What follows belongs to an exercise in optimizing a design on an open flow for small area; a production flow would make more cautious choices.
Where RTL was checked, it was by simulation tests only, not by an equivalence proof against the original.

==> flow/design.v <==
module aes_round_key_store #(
  parameter int MAX_KEY_BITS = 256,
  parameter int RD_REG       = 1
) (
  input  logic         Clk,
  input  logic         Rst,
  input  logic         En,
  input  logic         Start,
  input  logic [1:0]   KeyLen,
  input  logic [255:0] KeyIn,
  input  logic         Inverse,
  output logic         Busy,
  output logic         Done,
  output logic         Err,
  output logic         KeyValid,
  output logic [3:0]   Nr,
  input  logic         RkRdEn,
  input  logic [3:0]   RkRdIdx,
  output logic [127:0] RkRdData,
  output logic         RkRdValid
);
  function automatic logic [7:0] xtime(input logic [7:0] a);
    xtime = {a[6:0], 1'b0} ^ (a[7] ? 8'h1b : 8'h00);
  endfunction
  function automatic logic [31:0] mix_col(input logic [31:0] c);
    logic [7:0] a0, a1, a2, a3, t;
    {a0, a1, a2, a3} = c;
    t = a0 ^ a1 ^ a2 ^ a3;
    mix_col = {a0 ^ t ^ xtime(a0 ^ a1), a1 ^ t ^ xtime(a1 ^ a2),
               a2 ^ t ^ xtime(a2 ^ a3), a3 ^ t ^ xtime(a3 ^ a0)};
  endfunction
  function automatic logic [31:0] imc_pre(input logic [31:0] c);
    logic [7:0] a0, a1, a2, a3, u, v;
    {a0, a1, a2, a3} = c;
    u = xtime(xtime(a0 ^ a2));
    v = xtime(xtime(a1 ^ a3));
    imc_pre = {a0 ^ u, a1 ^ v, a2 ^ u, a3 ^ v};
  endfunction
  function automatic logic [7:0] sbox(input logic [7:0] x);
    logic U0, U1, U2, U3, U4, U5, U6, U7;
    logic T1, T2, T3, T4, T5, T6, T7, T8, T9, T10, T11, T12;
    logic T13, T14, T15, T16, T17, T18, T19, T20, T21, T22, T23, T24;
    logic T25, T26, T27, M1, M2, M3, M4, M5, M6, M7, M8, M9;
    logic M10, M11, M12, M13, M14, M15, M16, M17, M18, M19, M20, M21;
    logic M22, M23, M24, M25, M26, M27, M28, M29, M30, M31, M32, M33;
    logic M34, M35, M36, M37, M38, M39, M40, M41, M42, M43, M44, M45;
    logic M46, M47, M48, M49, M50, M51, M52, M53, M54, M55, M56, M57;
    logic M58, M59, M60, M61, M62, M63, L0, L1, L2, L3, L4, L5;
    logic L6, L7, L8, L9, L10, L11, L12, L13, L14, L15, L16, L17;
    logic L18, L19, L20, L21, L22, L23, L24, L25, L26, L27, L28, L29;
    logic [7:0] s;
    {U0, U1, U2, U3, U4, U5, U6, U7} = x;
    T1 = U0^U3; T2 = U0^U5; T3 = U0^U6; T4 = U3^U5;
    T5 = U4^U6; T6 = T1^T5; T7 = U1^U2; T8 = U7^T6;
    T9 = U7^T7; T10 = T6^T7; T11 = U1^U5; T12 = U2^U5;
    T13 = T3^T4; T14 = T6^T11; T15 = T5^T11; T16 = T5^T12;
    T17 = T9^T16; T18 = U3^U7; T19 = T7^T18; T20 = T1^T19;
    T21 = U6^U7; T22 = T7^T21; T23 = T2^T22; T24 = T2^T10;
    T25 = T20^T17; T26 = T3^T16; T27 = T1^T12; M1 = T13&T6;
    M2 = T23&T8; M3 = T14^M1; M4 = T19&U7; M5 = M4^M1;
    M6 = T3&T16; M7 = T22&T9; M8 = T26^M6; M9 = T20&T17;
    M10 = M9^M6; M11 = T1&T15; M12 = T4&T27; M13 = M12^M11;
    M14 = T2&T10; M15 = M14^M11; M16 = M3^M2; M17 = M5^T24;
    M18 = M8^M7; M19 = M10^M15; M20 = M16^M13; M21 = M17^M15;
    M22 = M18^M13; M23 = M19^T25; M24 = M22^M23; M25 = M22&M20;
    M26 = M21^M25; M27 = M20^M21; M28 = M23^M25; M29 = M28&M27;
    M30 = M26&M24; M31 = M20&M23; M32 = M27&M31; M33 = M27^M25;
    M34 = M21&M22; M35 = M24&M34; M36 = M24^M25; M37 = M21^M29;
    M38 = M32^M33; M39 = M23^M30; M40 = M35^M36; M41 = M38^M40;
    M42 = M37^M39; M43 = M37^M38; M44 = M39^M40; M45 = M42^M41;
    M46 = M44&T6; M47 = M40&T8; M48 = M39&U7; M49 = M43&T16;
    M50 = M38&T9; M51 = M37&T17; M52 = M42&T15; M53 = M45&T27;
    M54 = M41&T10; M55 = M44&T13; M56 = M40&T23; M57 = M39&T19;
    M58 = M43&T3; M59 = M38&T22; M60 = M37&T20; M61 = M42&T1;
    M62 = M45&T4; M63 = M41&T2; L0 = M61^M62; L1 = M50^M56;
    L2 = M46^M48; L3 = M47^M55; L4 = M54^M58; L5 = M49^M61;
    L6 = M62^L5; L7 = M46^L3; L8 = M51^M59; L9 = M52^M53;
    L10 = M53^L4; L11 = M60^L2; L12 = M48^M51; L13 = M50^L0;
    L14 = M52^M61; L15 = M55^L1; L16 = M56^L0; L17 = M57^L1;
    L18 = M58^L8; L19 = M63^L4; L20 = L0^L1; L21 = L1^L7;
    L22 = L3^L12; L23 = L18^L2; L24 = L15^L9; L25 = L6^L10;
    L26 = L7^L9; L27 = L8^L10; L28 = L11^L14; L29 = L11^L17;
    s[7] = L6^L24;
    s[6] = ~(L16^L26);
    s[5] = ~(L19^L28);
    s[4] = L6^L21;
    s[3] = L20^L22;
    s[2] = L25^L29;
    s[1] = ~(L13^L27);
    s[0] = ~(L6^L23);
    sbox = s;
  endfunction
  function automatic logic [7:0] rcon_of(input logic [3:0] j);
    logic [7:0] r;
    r = 8'h01 << (j - 4'd1);
    if (j == 4'd9)  r = 8'h1b;
    if (j == 4'd10) r = 8'h36;
    rcon_of = r;
  endfunction
  logic           fin;
  logic [5:0]     n_en;      
  logic [1:0]     kl;        
  logic           inv_q;     
  logic           xrun;
  logic [3:0]     j;
  logic [2:0]     ph;
  logic [1:0]     col;
  logic [3:0]     q;         
  logic [1919:0]  rg;        
  logic [1919:0]  rg_nx;
  logic           load, legal;
  logic           nk4, nk6, nk8, ph_last, j_last, keyph, special;
  logic           t_inv, a_inv, b_inv;
  logic [31:0]    w_a, w_b, w_k;
  logic [31:0]    m_in, m_plain, s_out;
  logic           pre, m_inv;
  logic [15:0]    sb_in, sb_out;
  logic [15:0]    s_hi;      
  logic [31:0]    u_in, u_pre, u_out;
  logic [31:0]    w_new;
  logic [5:0]     n_last;
  assign nk4     = (kl == 2'd0);
  assign nk6     = (kl == 2'd1);
  assign nk8     = kl[1];
  assign legal   = (KeyLen != 2'b11);
  assign load    = En && !Busy && Start && legal;
  assign n_last  = nk4 ? 6'd43 : nk6 ? 6'd51 : 6'd59;
  assign ph_last = nk4 ? (ph == 3'd3) : nk6 ? (ph == 3'd5) : (ph == 3'd7);
  assign j_last  = nk4 ? (j == 4'd10) : nk6 ? (j == 4'd8) : (j == 4'd7);
  assign keyph   = (j == 4'd0);
  assign special = !keyph && (ph == 3'd0 || (nk8 && ph == 3'd4));
  assign t_inv = inv_q && (!keyph || ph[2]) && !j_last;
  assign a_inv = inv_q && !(nk4 && j == 4'd1 && ph == 3'd0);
  assign b_inv = inv_q && (j >= 4'd2 || (j == 4'd1 && ph[2]));
  function automatic logic [31:0] rw(input logic [1:0] c, input int k);
    case (c)
      2'd0:    rw = rg[32*k +: 32];
      2'd1:    rw = rg[32*(15+k) +: 32];
      2'd2:    rw = rg[32*(30+k) +: 32];
      default: rw = rg[32*(45+k) +: 32];
    endcase
  endfunction
  assign w_a = rw(col - 2'd1, 14);
  assign w_k = rw(col, 0);
  assign w_b = nk4 ? rw(col, 11) : nk6 ? rw(col + 2'd2, 9) : rw(col, 7);
  assign pre     = ph_last || (nk8 && ph == 3'd3);
  assign m_in    = (pre && (b_inv || !t_inv)) ? (w_b ^ w_a) : w_a;
  assign m_inv   = pre ? t_inv : a_inv;
  assign m_plain = (pre && keyph) ? w_k :
                   ((m_inv ? mix_col(m_in) : m_in) ^ ((pre && t_inv && !b_inv) ? w_b : 32'h0));
  assign sb_in   = pre ? (ph_last ? m_plain[23:8] : m_plain[31:16])
                       : ((ph == 3'd0) ? {m_plain[7:0], m_plain[31:24]} : m_plain[15:0]);
  assign sb_out  = {sbox(sb_in[15:8]), sbox(sb_in[7:0])};
  assign s_out   = {s_hi ^ {(ph == 3'd0) ? rcon_of(j) : 8'h00, 8'h00}, sb_out};
  always_ff @(posedge Clk) s_hi <= sb_out;
  assign u_in  = keyph ? w_k : (special && t_inv) ? (s_out ^ (b_inv ? 32'h0 : w_b)) : w_b;
  assign u_pre = t_inv ? imc_pre(u_in) : u_in;
  assign u_out = mix_col(u_pre);
  always_comb begin
    if (keyph)
      w_new = t_inv ? u_out : w_k;
    else if (special && t_inv)
      w_new = u_out ^ (b_inv ? w_b : 32'h0);
    else
      w_new = ((t_inv ^ b_inv) ? u_out : w_b) ^ (special ? s_out : w_a);
  end
  always_ff @(posedge Clk) begin
    if (Rst) begin
      Busy     <= 1'b0;
      fin      <= 1'b0;
      Done     <= 1'b0;
      Err      <= 1'b0;
      KeyValid <= 1'b0;
      Nr       <= 4'd0;
      n_en     <= 6'd0;
      kl       <= 2'd0;
      inv_q    <= 1'b0;
    end else if (En) begin
      Done <= 1'b0;
      Err  <= 1'b0;
      if (!Busy) begin
        if (Start) begin
          if (legal) begin
            Busy     <= 1'b1;
            fin      <= 1'b0;
            KeyValid <= 1'b0;
            Nr       <= 4'd0;
            n_en     <= 6'd0;
            kl       <= KeyLen;
            inv_q    <= Inverse;
          end else begin
            Err <= 1'b1;
          end
        end
      end else if (!fin) begin
        n_en <= n_en + 6'd1;
        if (n_en == n_last) fin <= 1'b1;
      end else begin
        Busy     <= 1'b0;
        fin      <= 1'b0;
        Done     <= 1'b1;
        KeyValid <= 1'b1;
        Nr       <= nk4 ? 4'd10 : nk6 ? 4'd12 : 4'd14;
      end
    end
  end
  always_ff @(posedge Clk) begin
    if (Rst) begin
      xrun <= 1'b0;
      j    <= 4'd0;
      ph   <= 3'd0;
      col  <= 2'd0;
      q    <= 4'd0;
    end else if (load) begin
      xrun <= 1'b1;
      j    <= 4'd0;
      ph   <= 3'd0;
      col  <= 2'd0;
      q    <= 4'd0;
    end else begin
      q <= (q == 4'd14) ? 4'd0 : q + 4'd1;
      if (xrun) begin
        ph  <= ph_last ? 3'd0 : ph + 3'd1;
        col <= col + 2'd1;
        if (ph_last) j <= j + 4'd1;
        if (j_last && ph == 3'd3) xrun <= 1'b0;
      end
    end
  end
  always_comb begin
    for (int c = 0; c < 4; c++) begin
      for (int k = 0; k < 14; k++)
        rg_nx[32*(15*c+k) +: 32] = rg[32*(15*c+k+1) +: 32];
      rg_nx[32*(15*c+14) +: 32] = (xrun && col == c) ? w_new : rg[32*(15*c) +: 32];
    end
    if (load) begin
      for (int i = 0; i < 8; i++)
        rg_nx[32*(15*(i%4)+i) +: 32] = KeyIn[255-32*i -: 32];
    end
  end
  always_ff @(posedge Clk) rg <= rg_nx;
  logic         rd_ok;
  logic [3:0]   row0;
  logic [14:0]  sel;
  logic [127:0] rd_word;
  assign rd_ok = KeyValid && (RkRdIdx <= Nr);
  logic [3:0]   r4;        
  logic [4:0]   r4q;
  always_comb begin
    case (RkRdIdx)
      4'd0:    r4 = 4'd0;
      4'd1:    r4 = 4'd4;
      4'd2:    r4 = 4'd8;
      4'd3:    r4 = 4'd12;
      4'd4:    r4 = 4'd1;
      4'd5:    r4 = 4'd5;
      4'd6:    r4 = 4'd9;
      4'd7:    r4 = 4'd13;
      4'd8:    r4 = 4'd2;
      4'd9:    r4 = 4'd6;
      4'd10:   r4 = 4'd10;
      4'd11:   r4 = 4'd14;
      4'd12:   r4 = 4'd3;
      4'd13:   r4 = 4'd7;
      4'd14:   r4 = 4'd11;
      default: r4 = 4'd0;
    endcase
  end
  assign r4q  = {1'b0, r4} - {1'b0, q};
  assign row0 = r4q[4] ? r4q[3:0] + 4'd15 : r4q[3:0];
  logic rd_take, rd_hold;
  assign rd_take = !Rst && En && RkRdEn;
  assign rd_hold = !Rst && !(En && RkRdEn);
  always_comb begin
    for (int k = 0; k < 15; k++) sel[k] = rd_take && rd_ok && (row0 == k);
  end
  always_comb begin
    rd_word = {128{rd_hold}} & RkRdData;
    for (int c = 0; c < 4; c++)
      for (int k = 0; k < 15; k++)
        rd_word[127-32*c -: 32] = rd_word[127-32*c -: 32] | ({32{sel[k]}} & rg[32*(15*c+(k+c)%15) +: 32]);
  end
  always_ff @(posedge Clk) begin
    RkRdData <= rd_word;
    if (Rst || (En && RkRdEn)) RkRdValid <= !Rst && rd_ok;
  end
endmodule
Settings: LEC_CHECK=0, CAP_MARGIN=20, CORE_MARGIN=2, CORE_UTILIZATION=40, SLEW_MARGIN=20; clock period 25.0 ns.
run.sh (not shown) runs the stock make flow with config.mk's settings and CLKGATE_MAP_FILE= SYNTH_SCRIPT=/design/flow/synth_recipe.tcl, a recipe that flattens the netlist after the stock synthesis.
Then changed:
--- a/flow/design.v
+++ b/flow/design.v
@@ -92,9 +92,17 @@
   endfunction
   function automatic logic [7:0] rcon_of(input logic [3:0] j);
-    logic [7:0] r;
-    r = 8'h01 << (j - 4'd1);
-    if (j == 4'd9)  r = 8'h1b;
-    if (j == 4'd10) r = 8'h36;
-    rcon_of = r;
+    case (j)
+      4'd1:    rcon_of = 8'h01;
+      4'd2:    rcon_of = 8'h02;
+      4'd3:    rcon_of = 8'h04;
+      4'd4:    rcon_of = 8'h08;
+      4'd5:    rcon_of = 8'h10;
+      4'd6:    rcon_of = 8'h20;
+      4'd7:    rcon_of = 8'h40;
+      4'd8:    rcon_of = 8'h80;
+      4'd9:    rcon_of = 8'h1b;
+      4'd10:   rcon_of = 8'h36;
+      default: rcon_of = 8'h00;
+    endcase
   endfunction
   logic           fin;
@@ -269,19 +277,18 @@
   assign r4q  = {1'b0, r4} - {1'b0, q};
   assign row0 = r4q[4] ? r4q[3:0] + 4'd15 : r4q[3:0];
-  logic rd_take, rd_hold;
-  assign rd_take = !Rst && En && RkRdEn;
-  assign rd_hold = !Rst && !(En && RkRdEn);
-  always_comb begin
-    for (int k = 0; k < 15; k++) sel[k] = rd_take && rd_ok && (row0 == k);
-  end
-  always_comb begin
-    rd_word = {128{rd_hold}} & RkRdData;
+  always_comb begin
+    for (int k = 0; k < 15; k++) sel[k] = !Rst && rd_ok && (row0 == k);
+  end
+  always_comb begin
+    rd_word = '0;
     for (int c = 0; c < 4; c++)
       for (int k = 0; k < 15; k++)
-        rd_word[127-32*c -: 32] = rd_word[127-32*c -: 32] | ({32{sel[k]}} & rg[32*(15*c+(k+c)%15) +: 32]);
+        if (sel[k]) rd_word[127-32*c -: 32] = rd_word[127-32*c -: 32] | rg[32*(15*c+(k+c)%15) +: 32];
   end
   always_ff @(posedge Clk) begin
-    RkRdData <= rd_word;
-    if (Rst || (En && RkRdEn)) RkRdValid <= !Rst && rd_ok;
+    if (Rst || (En && RkRdEn)) begin
+      RkRdValid <= !Rst && rd_ok;
+      RkRdData  <= rd_word;
+    end
   end
 endmodule
Outcome: The changed run completed without violations; synthesized area rises by 0.88%; critical path depth falls by 5; routed wire length rises by 3.3%; non-clock buffer count rises by 18; global-route usage rises by 0.97 points; count of clock-buffer cells in the layout rises by 15; final cell count rises by 6.4%.
No functional check of the RTL was part of the second run of this note.

what the ideal ports hide:
In the flow no input, the clock included, has a driving cell. The finished layouts below were timed again as built, in two steps. Step 1, drivers: a clkbuf_16 drives Clk and a buf_2 each remaining input, both assumed. Step 2 also shifts input and output timing later by t, the mid clock arrival at the registers, as if the neighbouring blocks saw the same clock. a / b / c = ideal / step 1 / step 2; a / b = the first two.
| run | shift t [ns] | slack for setup (ns) | pins driven straight from the clock port |
|---|---|---|---|
| the first run | 0.931 | 9.933 / 9.933 / 9.933 | 1 |
| the second run | 0.937 | 9.868 / 9.868 / 9.868 | 1 |
After both steps setup and hold are still met in every run listed.
